Context: an optimization exercise on an open-source flow, tuned for small area, a short achievable clock period and few clock cycles per item. The choices shown serve that exercise and are no tape-out recipe.
The RTL was checked by simulation tests, not by an equivalence proof against the original design.

==> flow/design.v, too long to show whole: its modules and the start of the top module <==
// module psd_sumsq: 698 lines
// module psd_wmul: 236 lines
// module psd_lvl: 360 lines
// module psd_stride_rom: 8 lines
// module psd_sqrt_seg: 35 lines
// module pedometer_step_detector: 438 lines
module pedometer_step_detector
(
    input  wire logic               clk,
    input  wire logic               rst_n,
    input  wire logic               cfg_valid,
    output logic                    cfg_ready,
    input  wire logic [2:0]         cfg_index,
    input  wire logic [15:0]        cfg_data,
    input  wire logic               sample_valid,
    output logic                    sample_ready,
    input  wire logic signed [15:0] sample_accel_x,
    input  wire logic signed [15:0] sample_accel_y,
    input  wire logic signed [15:0] sample_accel_z,
    input  wire logic [31:0]        sample_time_ms,
    output logic                    result_valid,
    input  wire logic               result_ready,
    output logic                    result_step_event,
    output logic [10:0]             result_step_length_mm,
    output logic [31:0]             result_steps_total,
    output logic [31:0]             result_distance_mm,
    output logic [23:0]             result_smoothed_magnitude
);
  // ...
==> flow/run.sh <==
#!/bin/bash
# synth_recipe.tcl (not shown) runs the flow's synth.tcl, then flattens the netlist and writes it again
# the make line also repeats each setting of config.mk as NAME=value (left out here)
make -C /OpenROAD-flow-scripts/flow DESIGN_CONFIG=/design/flow/config.mk WORK_HOME=/design/flow/orfs CLKGATE_MAP_FILE= SYNTH_SCRIPT=/design/flow/synth_recipe.tcl finish
==> flow/config.mk <==
export PLATFORM = sky130hd
export DESIGN_NAME = pedometer_step_detector
export DESIGN_NICKNAME = pedometer_step_detector
export VERILOG_FILES = /design/flow/design.v
export SDC_FILE = /design/flow/constraint.sdc
export NUM_CORES = 4
export LEC_CHECK = 0
export CAP_MARGIN = 20
export CORE_MARGIN = 2
export CORE_UTILIZATION = 55
export SETUP_SLACK_MARGIN = 4.5
export SLEW_MARGIN = 20
==> flow/constraint.sdc <==
create_clock -name core_clock -period 10.0 [get_ports {clk}]
set_input_delay 2.0000 -clock core_clock [delete_from_list [all_inputs] [get_ports {clk}]]
set_output_delay 2.0000 -clock core_clock [all_outputs]
set_load 0.01 [all_outputs]
==> out/metrics.cfg, run 1 <==
[run_status]
status=complete, no violations

[cts]
root_buffer=clkbuf_16
tritoncts=built
numCtsBuffers=93
htree_levels=3

[floorplanning]
nWellTaps=1755
initial_utilization_pct=55.21
dieArea_um2=134500

[global_routing]
antenna_found_initial=2
busiest_layer=met2
grt_util_met3_pct=3.722
grt_max_degree=85
grt_first_pass_wirelength_um=313000

[placed_design]
placed_cells=9256
place_hpwl_um=140200

[worst_setup_path]
cp_cell_sequence=and2_1 > fa_1 > fa_1 > inv_1 > fa_1 > fa_1 > inv_1 > fa_1 > fa_2 > ha_4 > or3_4 > o21ai_2 > a21oi_2 > xor2_1
crit_arrival_ns=6.08
critPathSlowestCell=edfxtp_1
path_buf_inv=2
cp_common_cell=fa_1

[timing]
drv_slew=0

[yosys]
synthMuxAreaShare_pct=1.096
synth_ff_type=edfxtp_1
yosys-top-cells-area=edfxtp_1, fa_1, ha_1

[finish]
multi_input_area_share_pct=57.49
final_nets=9105
nMultiInputCombCells=5510
fill_cells=11070
mostFrequentLayoutCell=inv_1
ff_latch_area_um2=21980
clkbuf_count=123

[drt]
dr_wl_met2_um=92480
top_layer=met4
wl_met3_um=11520
drt-met1-wl_um=88870

[hold_path]
hold_class=flip-flop to flip-flop

Testbench counts, summed over its fixed seeds: cycles 4,888, items 4,800.
==> run 2: changes to the inputs <==
--- a/flow/config.mk
+++ b/flow/config.mk
@@ -7,6 +7,6 @@
 export LEC_CHECK = 0
 export CAP_MARGIN = 20
 export CORE_MARGIN = 2
-export CORE_UTILIZATION = 55
+export CORE_UTILIZATION = 65
 export SETUP_SLACK_MARGIN = 4.5
 export SLEW_MARGIN = 20
==> run 2 against run 1 <==
- still clean on timing, DRC and antenna
- first-iteration DRC count rose by 20%
- final cell count fell by 3.0%
- setup slack improved by 0.045 ns
==> out/metrics.cfg, run 2 <==
[cts]
htree_levels=3  ; unchanged
cts_max_path_buffers=3
hold_buffers=0
clkLatencyLatePin_ns=0.70
clock_sinks=782
numCtsBuffers=90  ; -3.2%
root_buffer=clkbuf_16
tritoncts=built
clk_pin_slew_worst_paths_ns=0.07

[hold_path]
hold_class=flip-flop to flip-flop

[placed_design]
place_ws_ns=3.154
placed_cell_area_um2=75820
port_buffers=205
place_hpwl_um=135900  ; -3.1%
place_congestion=0.9808

[yosys]
yosysTopAreaCell=edfxtp_1
ys_seq_area_share_pct=30.27
syn_inst=7523
syn_nets=8866
ys_ff_latch=782
yosys.cell_count.top_type=inv_1
synthArstFlopShare_pct=41.43
synth_ff_type=edfxtp_1
synth_common_cells=inv_1, nand2_1, ha_1
ys_types=104
yosys.area.top_type_share_pct=19.00
ys_warn_count=1
synth-edff-count=458
syn_area_per_cell_um2=9.623
yosys-top-cells-area=edfxtp_1, fa_1, ha_1
synth_area_um2=72390

[floorplanning]
core_um2=110500
num_rows=122
initial_utilization_pct=65.50  ; +10 points
dieArea_um2=114100  ; -15%
ios=207
die_x_um=337.7
die_h_um=337.7

[worst_setup_path]
cp-start-kind=flip-flop
worst-path-max-fanout=7
critPathKind=flip-flop to flip-flop
critPathTopFamily=simple AND/OR/NAND/NOR gates
crit_arrival_ns=6.04  ; -0.04 ns
max_stage_delay_ns=0.45
rrSetupSlack_ns=4.40
cp.required_ns=10.44
path_buf_inv=1  ; -1
crit_path_end_kind=flip-flop
critPathSlowestCell=o41a_1
cp_common_cell=ha_4
cp_cell_sequence=ha_4 > or3_4 > o22ai_4 > a211oi_2 > nand2b_4 > nor2_4 > a21oi_4 > ha_4 > nand2_1 > or4_4 > o211ai_1 > a31oi_1 > o31ai_1 > nand3b_1 > inv_2 > nor3_4 > xnor2_2 > ha_1 > and2_4 > a21o_1 > o41a_1 > a21boi_4 > mux2_4

[drt]
dr_total_vias=56780
drt_iter0_drc=4737
drt.antenna.violating_nets=0
wirelength_um=193800
drt-pass1-iter-count=6
viasPerCell=6.102
drc_errors=0
routedWlPerCell_um=20.83

[timing]
setup_violations=0
drv_slew=0  ; unchanged
tightestPinTransition_ns=1.010
rsz0062_at_grt=yes
tns_ns=0
slew_headroom_pct=32.69
clock_skew_ns=0.03538
setup_ws_ns=4.400
period_share_pct=56.00
period_needed_ns=5.600
finalHoldViolCount=0
fmax_mhz=178.6

[global_routing]
grt_pass1_vias=56490
grt_max_degree=195  ; +130%
gr-total-overflow=0
antenna_found_initial=4  ; +2
track_usage_pct=33.95
grt_first_pass_wirelength_um=304800  ; -2.6%

[finish]
final_nets=9084  ; -0.23%
mostFrequentLayoutCell=inv_1
final_area_um2=81550
drive_gt1_share_pct=9.382
final_cell_mix=inv_1, nand2_1, ha_1
area_growth_pct=12.65

[run_status]
status=complete, no violations

[job]
cap_violations=0

[run 2: worst paths after layout]
path                                     from                    to  cells after the start
min                          d_d[2]$_DFFE_PN_      e_d[2]$_DFFE_PN_                      0
max                        d_rem[4]$_DFFE_PN_    e_rem[6]$_DFFE_PN_                     23
min in group asynchronous               rst_n  level[9]$_DFFE_PN0P_                      1
max in group asynchronous               rst_n    ar[23]$_DFFE_PN0P_                      3
min reg2reg                  d_d[2]$_DFFE_PN_      e_d[2]$_DFFE_PN_                      0
max reg2reg                d_rem[4]$_DFFE_PN_    e_rem[6]$_DFFE_PN_                     23
[run 2: repair_timing]
item	4_1_cts	5_1_grt
pin swaps	56	94
buffers inserted	98	57
cloned	2	2
endpoints found under the setup margin	84	107
resized for setup	132	199
[run 2: cell type report]
class / instances / area [um^2]
Antenna cell: 4 / 10.01
Clock buffer: 111 / 2424
Clock inverter: 53 / 578.1
Fill cell: 8066 / 28960
Inverter: 929 / 3526
Multi-Input combinational cell: 5511 / 47200
Sequential cell: 782 / 21990
Tap cell: 1488 / 1862
Timing Repair Buffer: 426 / 3961
Timing Repair inverter: 1 / 5.005
[run 2: kinds of logic (layout without fill, tap and decap cells)]
logic type	Yosys count	in the layout	share of synthesized area (%)
compound gates	1585	1585	14.46
xor+xnor	398	398	4.815
fa+ha+maj	1243	1243	27.57
buf+inv	1231	1520	6.405
flops	782	782	30.27
mux	73	73	1.096
other cells	1	5	0.005180
simple gates	2210	2211	15.37
[run 2: worst register-to-register path: cells and delay by family (launching register included)]
| family | cells | cell delay [ns] |
|---|---|---|
| AOI/OAI and AO/OA | 9 | 1.71 |
| xor gates and xnor gates | 1 | 0.17 |
| buffers and inverters | 1 | 0.09 |
| DFF | 1 | 0.44 |
| and+or+nand+nor | 8 | 1.88 |
| adders and majority gates | 3 | 0.77 |
| muxes | 1 | 0.32 |
[run 2: metrics by stage]
step / hold WS, ns / utilization (%) / cells
finish: 0.4071 / 73.79 / 9305
global route: 0.4107 / 73.79 / 9303
CTS: 0.4041 / 72.59 / 9241
detailed placement: 0.4045 / 68.61 / 8977
global placement: 0.4006 / 68.61 / 8977
floorplan: 0.4003 / - / 7523
[run 2: metal layers]
layer  GRT usage (%)  vias to the layer above  wire length, um
met5               0                        -               17
met4           11.70                        2             6955
met3           5.707                      454            15480
met2           54.59                     2330            90290
met1           46.82                    27750            81070
li1                -                    26250                -
==> module pedometer_step_detector, before the edit <==
module pedometer_step_detector
(
    input  wire logic               clk,
    input  wire logic               rst_n,
    input  wire logic               cfg_valid,
    output logic                    cfg_ready,
    input  wire logic [2:0]         cfg_index,
    input  wire logic [15:0]        cfg_data,
    input  wire logic               sample_valid,
    output logic                    sample_ready,
    input  wire logic signed [15:0] sample_accel_x,
    input  wire logic signed [15:0] sample_accel_y,
    input  wire logic signed [15:0] sample_accel_z,
    input  wire logic [31:0]        sample_time_ms,
    output logic                    result_valid,
    input  wire logic               result_ready,
    output logic                    result_step_event,
    output logic [10:0]             result_step_length_mm,
    output logic [31:0]             result_steps_total,
    output logic [31:0]             result_distance_mm,
    output logic [23:0]             result_smoothed_magnitude
);
    localparam int SQ_C  = 4;
    localparam int SQ_D  = 7;
    localparam int SQ_E  = 10;
    localparam int SQ_R1 = 12;
    localparam int SQ_R2 = 14;
    logic [15:0] cfg_thr;
    logic [15:0] cfg_gap;
    logic [15:0] cfg_high;
    logic [15:0] cfg_swing;
    logic [8:0]  cfg_w;         
    logic [8:0]  cfg_v;         
    assign cfg_ready = 1'b1;
    always_ff @(posedge clk or negedge rst_n)
    begin
        if (!rst_n)
        begin
            cfg_thr   <= psd_pkg::THRESHOLD_RESET;
            cfg_gap   <= psd_pkg::MIN_INTERVAL_RESET;
            cfg_high  <= psd_pkg::MAX_HIGH_RESET;
            cfg_swing <= psd_pkg::MIN_SWING_RESET;
            cfg_w     <= psd_pkg::WEIGHT_RESET;
            cfg_v     <= 9'd256 - psd_pkg::WEIGHT_RESET;
        end
        else if (cfg_valid)
        begin
            case (cfg_index)
                psd_pkg::REG_THRESHOLD:    cfg_thr   <= cfg_data;
                psd_pkg::REG_MIN_INTERVAL: cfg_gap   <= cfg_data;
                psd_pkg::REG_MAX_HIGH:     cfg_high  <= cfg_data;
                psd_pkg::REG_MIN_SWING:    cfg_swing <= cfg_data;
                psd_pkg::REG_SMOOTHING:
                begin
                    if (cfg_data[8] && (cfg_data[7:0] != 8'd0))
                    begin
                        cfg_w <= 9'd256;
                        cfg_v <= 9'd0;
                    end
                    else
                    begin
                        cfg_w <= cfg_data[8:0];
                        cfg_v <= 9'd256 - cfg_data[8:0];
                    end
                end
                default:
                begin
                end
            endcase
        end
    end
    logic en;
    logic a_v, b_v, c_v, d_v, e_v, r1_v, r2_v, r3_v, f_v, g_v;
    logic a_big;
    logic drained;
    logic hold_a;
    logic fire;
    logic sync;
    logic o_v;
    assign en           = !o_v || result_ready;
    assign drained      = !(b_v || c_v || d_v || e_v || r1_v || r2_v || r3_v || f_v || g_v);
    assign hold_a       = a_v && a_big && !drained;
    assign sample_ready = en && !hold_a;
    assign fire         = sample_valid && sample_ready;
    assign sync         = en && a_v && a_big && drained;
    always_ff @(posedge clk or negedge rst_n)
    begin
        if (!rst_n)
        begin
            a_v  <= 1'b0;
            b_v  <= 1'b0;
            c_v  <= 1'b0;
            d_v  <= 1'b0;
            e_v  <= 1'b0;
            r1_v <= 1'b0;
            r2_v <= 1'b0;
            r3_v <= 1'b0;
            f_v  <= 1'b0;
            g_v  <= 1'b0;
            o_v  <= 1'b0;
        end
        else if (en)
        begin
            if (!hold_a)
            begin
                a_v <= sample_valid;
            end
            b_v  <= a_v && !hold_a;
            c_v  <= b_v;
            d_v  <= c_v;
            e_v  <= d_v;
            r1_v <= e_v;
            r2_v <= r1_v;
            r3_v <= r2_v;
            f_v  <= r3_v;
            g_v  <= f_v;
            o_v  <= g_v;
        end
    end
    logic [15:0] a_x, a_y, a_z;
    logic [31:0] a_t;
    logic [31:0] a_d;
    logic [15:0] abs_x, abs_y, abs_z;
    logic [31:0] dt_in;
    assign abs_x = sample_accel_x[15] ? 16'(-sample_accel_x) : sample_accel_x;
    assign abs_y = sample_accel_y[15] ? 16'(-sample_accel_y) : sample_accel_y;
    assign abs_z = sample_accel_z[15] ? 16'(-sample_accel_z) : sample_accel_z;
    assign dt_in = sample_time_ms - a_t;
    always_ff @(posedge clk or negedge rst_n)
    begin
        if (!rst_n)
        begin
            a_t <= 32'd0;
        end
        else if (fire)
        begin
            a_t <= sample_time_ms;
        end
    end
    always_ff @(posedge clk)
    begin
        if (fire)
        begin
            a_x   <= abs_x;
            a_y   <= abs_y;
            a_z   <= abs_z;
            a_d   <= dt_in;
            a_big <= dt_in[31:psd_pkg::DT_W] != '0;
        end
    end
    logic [31:0] sq_ra, sq_rb;
    logic [16:0] lo_sum;
    logic [15:0] b_lo, b_ha, b_hb;
    logic        b_c;
    logic [psd_pkg::DT_W-1:0] b_d;
    psd_sumsq u_sumsq
    (
        .x  (a_x),
        .y  (a_y),
        .z  (a_z),
        .ra (sq_ra),
        .rb (sq_rb)
    );
    assign lo_sum = {1'b0, sq_ra[15:0]} + {1'b0, sq_rb[15:0]};
    always_ff @(posedge clk)
    begin
        if (en)
        begin
            b_lo <= lo_sum[15:0];
            b_c  <= lo_sum[16];
            b_ha <= sq_ra[31:16];
            b_hb <= sq_rb[31:16];
            b_d  <= a_big ? '0 : a_d[psd_pkg::DT_W-1:0];
        end
    end
    logic [31:0] b_e;
    logic [17:0] c_rem_n, d_rem_n, e_rem_n, r1_rem_n, r2_rem_n, r3_rem_n;
    logic [15:0] c_root_n, d_root_n, e_root_n, r1_root_n, r2_root_n, r3_root_n;
    logic [31:0] c_rad, d_rad, e_rad, r1_rad, r2_rad;
    logic [17:0] c_rem, d_rem, e_rem, r1_rem, r2_rem;
    logic [15:0] c_root, d_root, e_root, r1_root, r2_root;
    logic [15:0] r3_root;
    logic [psd_pkg::DT_W-1:0] c_d, d_d, e_d, r1_d, r2_d, r3_d;
    assign b_e = {b_ha + b_hb + {15'd0, b_c}, b_lo};
    psd_sqrt_seg #(.FIRST(0), .LAST(SQ_C)) u_sq_c
    (
        .rad    (b_e),
        .rem_i  (18'd0),
        .root_i (16'd0),
        .rem_o  (c_rem_n),
        .root_o (c_root_n)
    );
    psd_sqrt_seg #(.FIRST(SQ_C), .LAST(SQ_D)) u_sq_d
    (
        .rad    (c_rad),
        .rem_i  (c_rem),
        .root_i (c_root),
        .rem_o  (d_rem_n),
        .root_o (d_root_n)
    );
    psd_sqrt_seg #(.FIRST(SQ_D), .LAST(SQ_E)) u_sq_e
    (
        .rad    (d_rad),
        .rem_i  (d_rem),
        .root_i (d_root),
        .rem_o  (e_rem_n),
        .root_o (e_root_n)
    );
    psd_sqrt_seg #(.FIRST(SQ_E), .LAST(SQ_R1)) u_sq_r1
    (
        .rad    (e_rad),
        .rem_i  (e_rem),
        .root_i (e_root),
        .rem_o  (r1_rem_n),
        .root_o (r1_root_n)
    );
    psd_sqrt_seg #(.FIRST(SQ_R1), .LAST(SQ_R2)) u_sq_r2
    (
        .rad    (r1_rad),
        .rem_i  (r1_rem),
        .root_i (r1_root),
        .rem_o  (r2_rem_n),
        .root_o (r2_root_n)
    );
    psd_sqrt_seg #(.FIRST(SQ_R2), .LAST(16)) u_sq_r3
    (
        .rad    (r2_rad),
        .rem_i  (r2_rem),
        .root_i (r2_root),
        .rem_o  (r3_rem_n),
        .root_o (r3_root_n)
    );
    always_ff @(posedge clk)
    begin
        if (en)
        begin
            c_rad   <= b_e & ((32'd1 << (32 - 2*SQ_C)) - 32'd1);
            c_rem   <= c_rem_n;
            c_root  <= c_root_n;
            c_d     <= b_d;
            d_rad   <= c_rad & ((32'd1 << (32 - 2*SQ_D)) - 32'd1);
            d_rem   <= d_rem_n;
            d_root  <= d_root_n;
            d_d     <= c_d;
            e_rad   <= d_rad & ((32'd1 << (32 - 2*SQ_E)) - 32'd1);
            e_rem   <= e_rem_n;
            e_root  <= e_root_n;
            e_d     <= d_d;
            r1_rad  <= e_rad & ((32'd1 << (32 - 2*SQ_R1)) - 32'd1);
            r1_rem  <= r1_rem_n;
            r1_root <= r1_root_n;
            r1_d    <= e_d;
            r2_rad  <= r1_rad & ((32'd1 << (32 - 2*SQ_R2)) - 32'd1);
            r2_rem  <= r2_rem_n;
            r2_root <= r2_root_n;
            r2_d    <= r1_d;
            r3_root <= r3_root_n;
            r3_d    <= r2_d;
        end
    end
    logic [23:0] f_p;
    logic [23:0] f_p_n;
    logic [psd_pkg::DT_W-1:0] f_d;
    psd_wmul u_wmul
    (
        .w (cfg_w),
        .r (r3_root),
        .p (f_p_n)
    );
    always_ff @(posedge clk)
    begin
        if (en)
        begin
            f_p <= f_p_n;
            f_d <= r3_d;
        end
    end
    logic [23:0] level;
    logic [23:0] level_n;
    logic [psd_pkg::DT_W-1:0] g_d;
    logic [psd_pkg::DT_W:0]   s_g;
    logic [31:0] el_g;
    logic [31:0] rd_g;
    logic [10:0] rom_g;
    logic        g_gt, g_tmoa, g_tmob, g_ebig;
    logic [10:0] g_rom;
    logic [23:0] peak, trough;
    logic        armed;
    logic [31:0] ar, al;
    logic        h_rflag;       
    psd_lvl u_lvl
    (
        .v (cfg_v[7:0]),
        .l (level),
        .p (f_p),
        .n (level_n)
    );
    assign s_g  = {1'b0, g_v ? g_d : '0} + {1'b0, f_d};
    assign el_g = al + 32'(s_g);
    assign rd_g = ar + 32'(s_g);
    psd_stride_rom u_rom
    (
        .e (el_g[9:0]),
        .q (rom_g)
    );
    always_ff @(posedge clk or negedge rst_n)
    begin
        if (!rst_n)
        begin
            level <= psd_pkg::LEVEL_RESET;
        end
        else if (en && f_v && (cfg_w != 9'd0))
        begin
            level <= level_n;
        end
    end
    always_ff @(posedge clk)
    begin
        if (en)
        begin
            g_d    <= f_d;
            g_gt   <= el_g > {16'd0, cfg_gap};
            g_tmoa <= rd_g > {16'd0, cfg_high};
            g_tmob <= {{(32-psd_pkg::DT_W){1'b0}}, f_d} > {16'd0, cfg_high};
            g_ebig <= el_g[31:10] != '0;
            g_rom  <= rom_g;
        end
    end
    logic        tmo, a1, rise_ev, fall, swing_ok, step;
    logic        clear;
    logic [23:0] pk, tr;
    logic [23:0] thr_q;
    logic [24:0] swing_q;
    logic [26:0] sw1, sw2, sw3;
    logic [31:0] h_add;
    logic [31:0] x_r, x_l;
    logic [10:0] h_stride;
    assign thr_q    = {cfg_thr, 8'd0};
    assign swing_q  = {1'b0, cfg_swing, 8'd0};
    assign tmo      = armed && (h_rflag ? g_tmob : g_tmoa);
    assign a1       = armed && !tmo;
    assign rise_ev  = !a1 && (level > thr_q);
    assign fall     = a1 && (level < thr_q);
    assign pk       = (level > peak) ? level : peak;
    assign tr       = (level < trough) ? level : trough;
    assign sw1      = {3'd0, peak}  + {3'b111, ~trough} + {2'b11, ~swing_q} + 27'd1;
    assign sw2      = {3'd0, peak}  + {3'b111, ~level}  + {2'b11, ~swing_q} + 27'd1;
    assign sw3      = {3'd0, level} + {3'b111, ~trough} + {2'b11, ~swing_q} + 27'd1;
    assign swing_ok = !sw1[26] || !sw2[26] || !sw3[26];
    assign step     = fall && g_gt && swing_ok;
    assign clear    = tmo || fall;
    assign h_stride = g_ebig ? psd_pkg::STRIDE_MIN : g_rom;
    assign h_add = g_v ? {{(32-psd_pkg::DT_W){1'b0}}, g_d} : a_d;
    assign x_r   = ar + h_add;
    assign x_l   = al + h_add;
    always_ff @(posedge clk or negedge rst_n)
    begin
        if (!rst_n)
        begin
            peak   <= 24'd0;
            trough <= psd_pkg::TROUGH_RESET;
            armed  <= 1'b0;
            ar     <= 32'd0;
            al     <= 32'd0;
        end
        else if (en && g_v)
        begin
            peak   <= clear ? 24'd0 : pk;
            trough <= clear ? psd_pkg::TROUGH_RESET : tr;
            armed  <= rise_ev || (a1 && !fall);
            ar     <= rise_ev ? 32'd0 : x_r;
            al     <= step ? 32'd0 : x_l;
        end
        else if (sync)
        begin
            ar <= x_r;
            al <= x_l;
        end
    end
    always_ff @(posedge clk)
    begin
        if (en)
        begin
            h_rflag <= g_v && rise_ev;
        end
    end
    logic        o_event;
    logic [10:0] o_stride;
    logic [23:0] o_level;
    logic [31:0] o_steps;
    logic [31:0] o_dist;
    logic [11:0] dist_lo;
    logic [20:0] dist_hi1;
    logic        dist_sat;
    logic        load_o;
    assign dist_lo  = {1'b0, o_dist[10:0]} + {1'b0, h_stride};
    assign dist_hi1 = o_dist[31:11] + 21'd1;
    assign dist_sat = dist_lo[11] && (o_dist[31:11] == 21'h1F_FFFF);
    assign load_o   = en && g_v;
    always_ff @(posedge clk or negedge rst_n)
    begin
        if (!rst_n)
        begin
            o_steps <= 32'd0;
            o_dist  <= 32'd0;
        end
        else if (load_o && step)
        begin
            if (o_steps != 32'hFFFF_FFFF)
            begin
                o_steps <= o_steps + 32'd1;
            end
            if (dist_sat)
            begin
                o_dist <= 32'hFFFF_FFFF;
            end
            else
            begin
                o_dist <= {dist_lo[11] ? dist_hi1 : o_dist[31:11], dist_lo[10:0]};
            end
        end
    end
    always_ff @(posedge clk)
    begin
        if (load_o)
        begin
            o_event  <= step;
            o_stride <= step ? h_stride : 11'd0;
            o_level  <= level;
        end
    end
    assign result_valid              = o_v;
    assign result_step_event         = o_event;
    assign result_step_length_mm     = o_stride;
    assign result_steps_total        = o_steps;
    assign result_distance_mm        = o_dist;
    assign result_smoothed_magnitude = o_level;
endmodule
==> run 3: changes to the inputs <==
--- a/flow/design.v
+++ b/flow/design.v
@@ -1387,9 +1387,10 @@
 );
     localparam int SQ_C  = 4;
     localparam int SQ_D  = 7;
-    localparam int SQ_E  = 10;
-    localparam int SQ_R1 = 12;
-    localparam int SQ_R2 = 14;
+    localparam int SQ_E  = 9;
+    localparam int SQ_R1 = 11;
+    localparam int SQ_R2 = 13;
+    localparam int SQ_R3 = 15;
     logic [15:0] cfg_thr;
     logic [15:0] cfg_gap;
     logic [15:0] cfg_high;
@@ -1435,7 +1436,7 @@
         end
     end
     logic en;
-    logic a_v, b_v, c_v, d_v, e_v, r1_v, r2_v, r3_v, f_v, g_v;
+    logic a_v, b_v, c_v, d_v, e_v, r1_v, r2_v, r3_v, r4_v, f_v, g_v;
     logic a_big;
     logic drained;
     logic hold_a;
@@ -1443,7 +1444,8 @@
     logic sync;
     logic o_v;
     assign en           = !o_v || result_ready;
-    assign drained      = !(b_v || c_v || d_v || e_v || r1_v || r2_v || r3_v || f_v || g_v);
+    assign drained      = !(b_v || c_v || d_v || e_v || r1_v || r2_v || r3_v || r4_v || f_v ||
+                            g_v);
     assign hold_a       = a_v && a_big && !drained;
     assign sample_ready = en && !hold_a;
     assign fire         = sample_valid && sample_ready;
@@ -1460,6 +1462,7 @@
             r1_v <= 1'b0;
             r2_v <= 1'b0;
             r3_v <= 1'b0;
+            r4_v <= 1'b0;
             f_v  <= 1'b0;
             g_v  <= 1'b0;
             o_v  <= 1'b0;
@@ -1477,29 +1480,35 @@
             r1_v <= e_v;
             r2_v <= r1_v;
             r3_v <= r2_v;
-            f_v  <= r3_v;
+            r4_v <= r3_v;
+            f_v  <= r4_v;
             g_v  <= f_v;
             o_v  <= g_v;
         end
     end
     logic [15:0] a_x, a_y, a_z;
-    logic [31:0] a_t;
-    logic [31:0] a_d;
+    logic [31:0] a_t, a_p;
     logic [15:0] abs_x, abs_y, abs_z;
-    logic [31:0] dt_in;
-    assign abs_x = sample_accel_x[15] ? 16'(-sample_accel_x) : sample_accel_x;
-    assign abs_y = sample_accel_y[15] ? 16'(-sample_accel_y) : sample_accel_y;
-    assign abs_z = sample_accel_z[15] ? 16'(-sample_accel_z) : sample_accel_z;
-    assign dt_in = sample_time_ms - a_t;
+    logic [31-psd_pkg::DT_W:0] t_hi1;
+    logic        same_hi, next_hi, lo_ge;
+    assign abs_x   = sample_accel_x[15] ? 16'(-sample_accel_x) : sample_accel_x;
+    assign abs_y   = sample_accel_y[15] ? 16'(-sample_accel_y) : sample_accel_y;
+    assign abs_z   = sample_accel_z[15] ? 16'(-sample_accel_z) : sample_accel_z;
+    assign t_hi1   = a_t[31:psd_pkg::DT_W] + 1'b1;
+    assign same_hi = sample_time_ms[31:psd_pkg::DT_W] == a_t[31:psd_pkg::DT_W];
+    assign next_hi = sample_time_ms[31:psd_pkg::DT_W] == t_hi1;
+    assign lo_ge   = sample_time_ms[psd_pkg::DT_W-1:0] >= a_t[psd_pkg::DT_W-1:0];
     always_ff @(posedge clk or negedge rst_n)
     begin
         if (!rst_n)
         begin
             a_t <= 32'd0;
+            a_p <= 32'd0;
         end
         else if (fire)
         begin
             a_t <= sample_time_ms;
+            a_p <= a_t;
         end
     end
     always_ff @(posedge clk)
@@ -1509,8 +1518,7 @@
             a_x   <= abs_x;
             a_y   <= abs_y;
             a_z   <= abs_z;
-            a_d   <= dt_in;
-            a_big <= dt_in[31:psd_pkg::DT_W] != '0;
+            a_big <= !((same_hi && lo_ge) || (next_hi && !lo_ge));
         end
     end
     logic [31:0] sq_ra, sq_rb;
@@ -1535,17 +1543,17 @@
             b_c  <= lo_sum[16];
             b_ha <= sq_ra[31:16];
             b_hb <= sq_rb[31:16];
-            b_d  <= a_big ? '0 : a_d[psd_pkg::DT_W-1:0];
+            b_d  <= a_big ? '0 : a_t[psd_pkg::DT_W-1:0] - a_p[psd_pkg::DT_W-1:0];
         end
     end
     logic [31:0] b_e;
-    logic [17:0] c_rem_n, d_rem_n, e_rem_n, r1_rem_n, r2_rem_n, r3_rem_n;
-    logic [15:0] c_root_n, d_root_n, e_root_n, r1_root_n, r2_root_n, r3_root_n;
-    logic [31:0] c_rad, d_rad, e_rad, r1_rad, r2_rad;
-    logic [17:0] c_rem, d_rem, e_rem, r1_rem, r2_rem;
-    logic [15:0] c_root, d_root, e_root, r1_root, r2_root;
-    logic [15:0] r3_root;
-    logic [psd_pkg::DT_W-1:0] c_d, d_d, e_d, r1_d, r2_d, r3_d;
+    logic [17:0] c_rem_n, d_rem_n, e_rem_n, r1_rem_n, r2_rem_n, r3_rem_n, r4_rem_n;
+    logic [15:0] c_root_n, d_root_n, e_root_n, r1_root_n, r2_root_n, r3_root_n, r4_root_n;
+    logic [31:0] c_rad, d_rad, e_rad, r1_rad, r2_rad, r3_rad;
+    logic [17:0] c_rem, d_rem, e_rem, r1_rem, r2_rem, r3_rem;
+    logic [15:0] c_root, d_root, e_root, r1_root, r2_root, r3_root;
+    logic [15:0] r4_root;
+    logic [psd_pkg::DT_W-1:0] c_d, d_d, e_d, r1_d, r2_d, r3_d, r4_d;
     assign b_e = {b_ha + b_hb + {15'd0, b_c}, b_lo};
     psd_sqrt_seg #(.FIRST(0), .LAST(SQ_C)) u_sq_c
     (
@@ -1587,7 +1595,7 @@
         .rem_o  (r2_rem_n),
         .root_o (r2_root_n)
     );
-    psd_sqrt_seg #(.FIRST(SQ_R2), .LAST(16)) u_sq_r3
+    psd_sqrt_seg #(.FIRST(SQ_R2), .LAST(SQ_R3)) u_sq_r3
     (
         .rad    (r2_rad),
         .rem_i  (r2_rem),
@@ -1595,6 +1603,14 @@
         .rem_o  (r3_rem_n),
         .root_o (r3_root_n)
     );
+    psd_sqrt_seg #(.FIRST(SQ_R3), .LAST(16)) u_sq_r4
+    (
+        .rad    (r3_rad),
+        .rem_i  (r3_rem),
+        .root_i (r3_root),
+        .rem_o  (r4_rem_n),
+        .root_o (r4_root_n)
+    );
     always_ff @(posedge clk)
     begin
         if (en)
@@ -1619,8 +1635,12 @@
             r2_rem  <= r2_rem_n;
             r2_root <= r2_root_n;
             r2_d    <= r1_d;
+            r3_rad  <= r2_rad & ((32'd1 << (32 - 2*SQ_R3)) - 32'd1);
+            r3_rem  <= r3_rem_n;
             r3_root <= r3_root_n;
             r3_d    <= r2_d;
+            r4_root <= r4_root_n;
+            r4_d    <= r3_d;
         end
     end
     logic [23:0] f_p;
@@ -1629,7 +1649,7 @@
     psd_wmul u_wmul
     (
         .w (cfg_w),
-        .r (r3_root),
+        .r (r4_root),
         .p (f_p_n)
     );
     always_ff @(posedge clk)
@@ -1637,15 +1657,15 @@
         if (en)
         begin
             f_p <= f_p_n;
-            f_d <= r3_d;
+            f_d <= r4_d;
         end
     end
     logic [23:0] level;
     logic [23:0] level_n;
     logic [psd_pkg::DT_W-1:0] g_d;
     logic [psd_pkg::DT_W:0]   s_g;
-    logic [31:0] el_g;
-    logic [31:0] rd_g;
+    logic [16:0] el_lo, rd_lo;
+    logic        el_hi0, rd_hi0;
     logic [10:0] rom_g;
     logic        g_gt, g_tmoa, g_tmob, g_ebig;
     logic [10:0] g_rom;
@@ -1661,11 +1681,13 @@
         .n (level_n)
     );
     assign s_g  = {1'b0, g_v ? g_d : '0} + {1'b0, f_d};
-    assign el_g = al + 32'(s_g);
-    assign rd_g = ar + 32'(s_g);
+    assign el_lo  = {1'b0, al[15:0]} + 17'(s_g);
+    assign rd_lo  = {1'b0, ar[15:0]} + 17'(s_g);
+    assign el_hi0 = el_lo[16] ? (al[31:16] == 16'hFFFF) : (al[31:16] == 16'd0);
+    assign rd_hi0 = rd_lo[16] ? (ar[31:16] == 16'hFFFF) : (ar[31:16] == 16'd0);
     psd_stride_rom u_rom
     (
-        .e (el_g[9:0]),
+        .e (el_lo[9:0]),
         .q (rom_g)
     );
     always_ff @(posedge clk or negedge rst_n)
@@ -1684,10 +1706,10 @@
         if (en)
         begin
             g_d    <= f_d;
-            g_gt   <= el_g > {16'd0, cfg_gap};
-            g_tmoa <= rd_g > {16'd0, cfg_high};
+            g_gt   <= !el_hi0 || (el_lo[15:0] > cfg_gap);
+            g_tmoa <= !rd_hi0 || (rd_lo[15:0] > cfg_high);
             g_tmob <= {{(32-psd_pkg::DT_W){1'b0}}, f_d} > {16'd0, cfg_high};
-            g_ebig <= el_g[31:10] != '0;
+            g_ebig <= !el_hi0 || (el_lo[15:10] != '0);
             g_rom  <= rom_g;
         end
     end
@@ -1697,7 +1719,7 @@
     logic [23:0] thr_q;
     logic [24:0] swing_q;
     logic [26:0] sw1, sw2, sw3;
-    logic [31:0] h_add;
+    logic [31:0] h_add, h_sub;
     logic [31:0] x_r, x_l;
     logic [10:0] h_stride;
     assign thr_q    = {cfg_thr, 8'd0};
@@ -1715,9 +1737,10 @@
     assign step     = fall && g_gt && swing_ok;
     assign clear    = tmo || fall;
     assign h_stride = g_ebig ? psd_pkg::STRIDE_MIN : g_rom;
-    assign h_add = g_v ? {{(32-psd_pkg::DT_W){1'b0}}, g_d} : a_d;
-    assign x_r   = ar + h_add;
-    assign x_l   = al + h_add;
+    assign h_add = g_v ? {{(32-psd_pkg::DT_W){1'b0}}, g_d} : a_t;
+    assign h_sub = g_v ? 32'd0 : a_p;
+    assign x_r   = ar + h_add - h_sub;
+    assign x_l   = al + h_add - h_sub;
     always_ff @(posedge clk or negedge rst_n)
     begin
         if (!rst_n)
--- a/flow/config.mk
+++ b/flow/config.mk
@@ -7,6 +7,6 @@
 export LEC_CHECK = 0
 export CAP_MARGIN = 20
 export CORE_MARGIN = 2
-export CORE_UTILIZATION = 65
+export CORE_UTILIZATION = 40
 export SETUP_SLACK_MARGIN = 4.5
 export SLEW_MARGIN = 20
==> run 3 against run 2 <==
- final cell count up 14%
- cell area up 5.1%
- non-clock buffer count up 8
- first-iteration DRC count down 23%
- highest routed layer is now met4
- via count about the same
==> out/metrics.cfg, run 3 <==
[finish]
area_growth_pct=14.14
drive_gt1_share_pct=10.10  ; +0.72 points
mostFrequentLayoutCell=inv_1
final_cell_mix=inv_1, nand2_1, fa_1
final_nets=9387  ; +3.3%

[drt]
routedWlPerCell_um=19.09  ; -8.3%
viasPerCell=5.366  ; -12%
drc_errors=0  ; unchanged
drt-pass1-iter-count=8  ; +2
dr_total_vias=56770  ; -0.026%
drt_iter0_drc=3626  ; -23%
wirelength_um=201900  ; +4.2%
drt.antenna.violating_nets=0  ; unchanged

[global_routing]
antenna_found_initial=2  ; -2
busiest_layer=met2
track_usage_pct=21.00  ; -13 points
grt_util_met3_pct=2.524  ; -3.2 points
grt_pass1_vias=58310  ; +3.2%
use_met2_pct=35.39  ; -19 points
gr-total-overflow=0  ; unchanged
grt_max_degree=155  ; -21%
use_met1_pct=28.47  ; -18 points
grt_first_pass_wirelength_um=322300  ; +5.7%

[yosys]
syn_nets=9154  ; +3.2%
yosysTopAreaCell=edfxtp_1
synthArstFlopShare_pct=43.33  ; +1.9 points
ys_ff_latch=824  ; +5.4%
ys_seq_area_share_pct=30.64  ; +0.37 points
ys_warn_count=1  ; unchanged
yosys.area.top_type_share_pct=18.68  ; -0.32 points
synth-edff-count=467  ; +2.0%
yosys-top-cells-area=edfxtp_1, fa_1, ha_1
synth_common_cells=inv_1, nand2_1, fa_1
synth_area_um2=75090  ; +3.7%
synth_ff_type=edfxtp_1
ys_types=119  ; +14%
syn_inst=7761  ; +3.2%
yosys.cell_count.top_type=inv_1
syn_area_per_cell_um2=9.676  ; +0.55%

[timing]
rsz0062_at_grt=yes
tns_ns=0  ; unchanged
slew_headroom_pct=26.89  ; -5.8 points
clock_skew_ns=0.03161  ; -0.003768 ns
fmax_mhz=173.9  ; -2.6%
period_needed_ns=5.751  ; +0.1513 ns
finalHoldViolCount=0  ; unchanged
drv_slew=0  ; unchanged
setup_ws_ns=4.249  ; -0.1513 ns
period_share_pct=57.51  ; +1.5 points
setup_violations=0  ; unchanged
tightestPinTransition_ns=1.087  ; +0.07699 ns

[worst_setup_path]
endpoint=level[23]$_DFFE_PN0P_
reg2reg_from=cfg_w[0]$_DFFE_PN1P_
crit_arrival_ns=6.36  ; +0.32 ns
reg2reg_depth=24  ; +4.3%
max_stage_delay_ns=0.57  ; +0.12 ns
cp-startpoint=cfg_w[0]$_DFFE_PN1P_
crit_path_end_kind=flip-flop
r2r_end=level[23]$_DFFE_PN0P_
critPathTopFamily=adder cells
cp.required_ns=10.61  ; +0.17 ns
critPathKind=flip-flop to flip-flop
worst-path-max-fanout=4  ; -3
critPathSlowestCell=dfstp_2
cp-start-kind=flip-flop
cp_cell_sequence=buf_6 > buf_12 > buf_16 > buf_6 > nand2_4 > fa_1 > inv_2 > fa_1 > inv_2 > fa_1 > inv_1 > fa_1 > ha_4 > a21o_1 > a21oi_4 > nor2_2 > a21oi_2 > a31oi_4 > a2111oi_4 > o31ai_2 > o41ai_2 > buf_4 > nor3_1 > a211o_1
path_buf_inv=8  ; +7
cp_common_cell=fa_1
rrSetupSlack_ns=4.25  ; -0.15 ns
cp.depth=24  ; +4.3%

[floorplanning]
core_um2=187200  ; +69%
num_rows=159  ; +30%
die_h_um=437.3  ; +29%
ios=207  ; unchanged
dieArea_um2=191200  ; +68%
die_x_um=437.3  ; +29%
initial_utilization_pct=40.11  ; -25 points

[cts]
clk_pin_slew_worst_paths_ns=0.06  ; about the same
root_buffer=clkbuf_16
numCtsBuffers=98  ; +8.9%
htree_levels=3  ; unchanged
tritoncts=built
clock_sinks=824  ; +5.4%
hold_buffers=0  ; unchanged
clkLatencyLatePin_ns=0.74  ; +0.04 ns
cts_max_path_buffers=3  ; unchanged

[placed_design]
place_ws_ns=3.383  ; +0.2292 ns
place_hpwl_um=145300  ; +6.9%
port_buffers=205  ; unchanged
place_congestion=0.8975  ; -8.5%

[hold_path]
holdCritStartpoint=b_lo[15]$_DFFE_PN_
hold_class=flip-flop to flip-flop

[job]
cap_violations=0  ; unchanged

[run_status]
status=complete, no violations

run 3: cell count changes after synthesis, moves of 15 or more:
cell      change
a21o_1       -15
a22o_1       -30
and3_1       -33
buf_2        +15
dfrtp_1      +33
fa_1         +60
inv_1       +215
mux2_2       +55
nand2_1      +28
nand2b_1     -16
nor2_1       -29
nor3_1       -25
o21ai_0      +35
run 3: kinds of logic after synthesis:
family | after synthesis | synth area share [%]
other | 1 | 0.004994
DFF | 824 | 30.64
muxes | 120 | 1.810
AOI/OAI and AO/OA | 1533 | 13.31
and+or+nand+nor | 2171 | 14.55
buffers and inverters | 1444 | 7.298
adders and majority gates | 1289 | 27.96
xor gates and xnor gates | 379 | 4.430
run 3: stage by stage:
step	hold slack, ns	util (%)	cell area (um^2)	cells
finish	0.4113	45.78	85710	10580
global route	0.4072	45.78	85700	10570
CTS	0.4048	45.32	84830	10540
detailed placement	0.4045	42.63	79810	10230
global placement	0.4006	42.63	79810	10230
floorplan	0.4003	-	75230	7761
run 3: per-layer routing:
metal	routed length, um	vias up
li1	-	26670
met1	89980	28290
met4	5578	0
met3	9299	338
met2	97080	1471
met5	0	-
run 3: timing repair:
item / CTS / global route
gates resized for setup: 134 / 143
endpoints found under the setup margin: 96 / 113
setup buffers: 124 / 35
cloned: 3 / 1
pin swaps: 71 / 85
run 3: final cells by class:
class | count | area [um^2]
clock inverters | 69 | 730.7
repair buffers | 434 | 4114
diodes | 4 | 10.01
fillers | 17500 | 101500
well taps | 2495 | 3122
clock buffers | 116 | 2634
inverters | 1142 | 4309
flip-flops and latches | 824 | 23070
multi-input cells | 5494 | 47720
run 3: how the worst min path moves through the flow:
| stage | to | slack [ns] | cells after the start |
|---|---|---|---|
| finish | c_rad[15]$_DFFE_PN_ | 0.41 | 0 |
| global route | c_rad[15]$_DFFE_PN_ | 0.41 | 0 |
| CTS | c_rad[15]$_DFFE_PN_ | 0.40 | 0 |
| detailed placement | e_rad[12]$_DFFE_PN_ | 0.40 | 0 |
| global placement | r3_d[7]$_DFFE_PN_ | 0.40 | 0 |
| floorplan | c_d[0]$_DFFE_PN_ | 0.40 | 0 |
run 3: worst reg2reg max path, cell delays in order, from the launching register on:
cell	delay, ns
dfstp_2	0.57
buf_6	0.11
buf_12	0.10
buf_16	0.11
buf_6	0.11
nand2_4	0.05
fa_1	0.50
inv_2	0.04
fa_1	0.51
inv_2	0.04
fa_1	0.47
inv_1	0.05
fa_1	0.53
ha_4	0.22
a21o_1	0.20
a21oi_4	0.19
nor2_2	0.05
a21oi_2	0.19
a31oi_4	0.16
a2111oi_4	0.47
o31ai_2	0.13
o41ai_2	0.33
buf_4	0.19
nor3_1	0.05
a211o_1	0.26
Testbench counts of run 3, summed over its fixed seeds: cycles 4,896, items 4,800.

static timing again, ports no longer ideal:
In the flow no input, the clock included, has a driving cell. The finished layouts below were timed again as built, in two steps.
Step 1, drivers: a clkbuf_16 drives clk and a buf_2 each remaining input, both assumed.
Step 2, shift: input delay + t, output delay - t, t = (earliest + latest rising clock arrival at the registers) / 2. This alone moves slack from input paths to output paths.
Slacks: no drivers / after step 1 / after step 2; pairs: no drivers / after step 1.
| run | shift t [ns] | slack for setup (ns) | latest minus earliest clock arrival (ns) | worst register clock-pin slew, ns |
|---|---|---|---|---|
| run 1 | 0.784 | 4.355 / 4.355 / 3.954 | 0.033 / 0.033 | 0.07 / 0.07 |
| run 2 | 0.766 | 4.400 / 4.400 / 3.849 | 0.038 / 0.037 | 0.07 / 0.07 |
| run 3 | 0.799 | 4.249 / 4.249 / 4.087 | 0.034 / 0.034 | 0.07 / 0.07 |
After both steps every run listed still meets setup and hold. The setup slack of run 2, which loses most, moves by 0.000 ns with the drivers and by -0.551 ns with both steps.
